Background: an optimization exercise with open tools, aiming at small area and a short achievable clock period. Do not read the settings as production practice. Function was checked by simulation only, so behaviour that the tests miss may differ from the original. Power and IR drop assume default switching activity.

== run 1 ==
// fused_mult_top
module fused_mult_top (
	input  logic                     clk,
	input  logic                     reset,
	input  fused_mult_pkg::operand_t a,
	input  fused_mult_pkg::operand_t b,
	input  logic                     a_sign,
	input  logic                     b_sign,
	input  fused_mult_pkg::mode_t    mode,
	output fused_mult_pkg::result_t  result
);
==> flow/config.mk <==
export PLATFORM = sky130hd
export DESIGN_NAME = fused_mult_top
export DESIGN_NICKNAME = fused_mult_top
export VERILOG_FILES = /design/flow/design.v
export SDC_FILE = /design/flow/constraint.sdc
export NUM_CORES = 4
export LEC_CHECK = 0
export CAP_MARGIN = 20
export CORE_MARGIN = 2
export CORE_UTILIZATION = 65
export CTS_CLUSTER_DIAMETER = 100
export CTS_CLUSTER_SIZE = 30
export PLACE_DENSITY = 0.8
export SETUP_SLACK_MARGIN = 5
export SLEW_MARGIN = 20
export SYNTH_HIERARCHICAL = 1
export SYNTH_MINIMUM_KEEP_SIZE = 0
==> flow/constraint.sdc <==
create_clock -name core_clock -period 11.0 [get_ports {clk}]
set_input_delay 2.2000 -clock core_clock [delete_from_list [all_inputs] [get_ports {clk}]]
set_output_delay 2.2000 -clock core_clock [all_outputs]
set_load 0.01 [all_outputs]
standard.sh (not shown) runs the stock make flow with config.mk's settings and CLKGATE_MAP_FILE= SYNTH_SCRIPT=/design/flow/synth_recipe.tcl, a recipe that flattens the netlist after the stock synthesis.
==> flow/flow/run.sh <==
#!/bin/bash
# The standard layout (the standard.sh, unchanged synthesis and steps),
# with plain buf_1 cells as the port buffers instead of the resizer's
# default pick (a clock delay buffer).
export BUFFER_PORTS_ARGS="-buffer_cell sky130_fd_sc_hd__buf_1"
bash standard.sh > standard.log 2>&1
#### Input delta (run 2 over run 1)
# run 1
export LEC_CHECK = 0
export CAP_MARGIN = 20
export CORE_MARGIN = 2
export CORE_UTILIZATION = 65
export CTS_CLUSTER_DIAMETER = 100
export CTS_CLUSTER_SIZE = 30
export PLACE_DENSITY = 0.8
export SETUP_SLACK_MARGIN = 5
export SLEW_MARGIN = 20
export SYNTH_HIERARCHICAL = 1
export SYNTH_MINIMUM_KEEP_SIZE = 0
create_clock -name core_clock -period 11.0 [get_ports {clk}]
# run 2
export LEC_CHECK = 0
export CAP_MARGIN = 20
export CORE_MARGIN = 2
export CORE_UTILIZATION = 40
export CTS_CLUSTER_DIAMETER = 100
export CTS_CLUSTER_SIZE = 30
export PLACE_DENSITY = 0.6
export SETUP_SLACK_MARGIN = 5
export SLEW_MARGIN = 20
export SYNTH_HIERARCHICAL = 1
export SYNTH_MINIMUM_KEEP_SIZE = 0
create_clock -name core_clock -period 11.0 [get_ports {clk}]
## What came out
From run 1 to run 2 the numbers moved as follows: global-route wire length before repair has increased, total power of the final layout fell about 3%, worst path setup slack after routing has increased, maximum number of pins on one net before global-route repair dropped about 24%, hold slack now sits lower.
The inputs of run 3 differ from those of run 2 as listed below.
# run 2
export LEC_CHECK = 0
export CAP_MARGIN = 20
export CORE_MARGIN = 2
export CORE_UTILIZATION = 40
export CTS_CLUSTER_DIAMETER = 100
export CTS_CLUSTER_SIZE = 30
export PLACE_DENSITY = 0.6
export SETUP_SLACK_MARGIN = 5
export SLEW_MARGIN = 20
export SYNTH_HIERARCHICAL = 1
export SYNTH_MINIMUM_KEEP_SIZE = 0
create_clock -name core_clock -period 11.0 [get_ports {clk}]
# run 3
export LEC_CHECK = 0
export CAP_MARGIN = 20
export CORE_MARGIN = 2
export CORE_UTILIZATION = 40
export CTS_CLUSTER_DIAMETER = 100
export CTS_CLUSTER_SIZE = 30
export GPL_TIMING_DRIVEN = 1
export PLACE_DENSITY = 0.6
export SETUP_SLACK_MARGIN = 5
export SLEW_MARGIN = 20
export SYNTH_HIERARCHICAL = 1
export SYNTH_MINIMUM_KEEP_SIZE = 0
create_clock -name core_clock -period 11.0 [get_ports {clk}]
==> run summary <==
From run 2 to run 3, non-clock buffer count did not move at all. Diff run 3..run 2 | total wirelength of the detailed-routed design | unchanged. Re synthesized area: no difference whatsoever between run 2 and run 3. Run 2 -> run 3: via count normalized by instance count delta 0, exact match.

[static timing again, ports no longer ideal]
The results above use ideal ports. As a check the final layouts listed here were re-extracted and re-timed, cells and wires unchanged. Step 1: set_driving_cell puts a clkbuf_16 on clk and a buf_2 on each other input, an assumption about the parent block. Step 2 times the ports against the registers' clock, not the clock port: input delays grow and output delays shrink by t, the midpoint of the rising clock arrivals with the driver on. a / b / c = no drivers / after step 1 / after step 2; a / b = the first two.
run	t (ns)	setup WS [ns]	slew at the worst register clock pin (ns)
run 1	0.589	4.873 / 4.873 / 4.873	0.11 / 0.11
run 2	0.567	4.916 / 4.916 / 4.916	0.11 / 0.11
run 3	0.567	4.916 / 4.916 / 4.916	0.11 / 0.11
After both steps setup and hold are still met in every run listed.
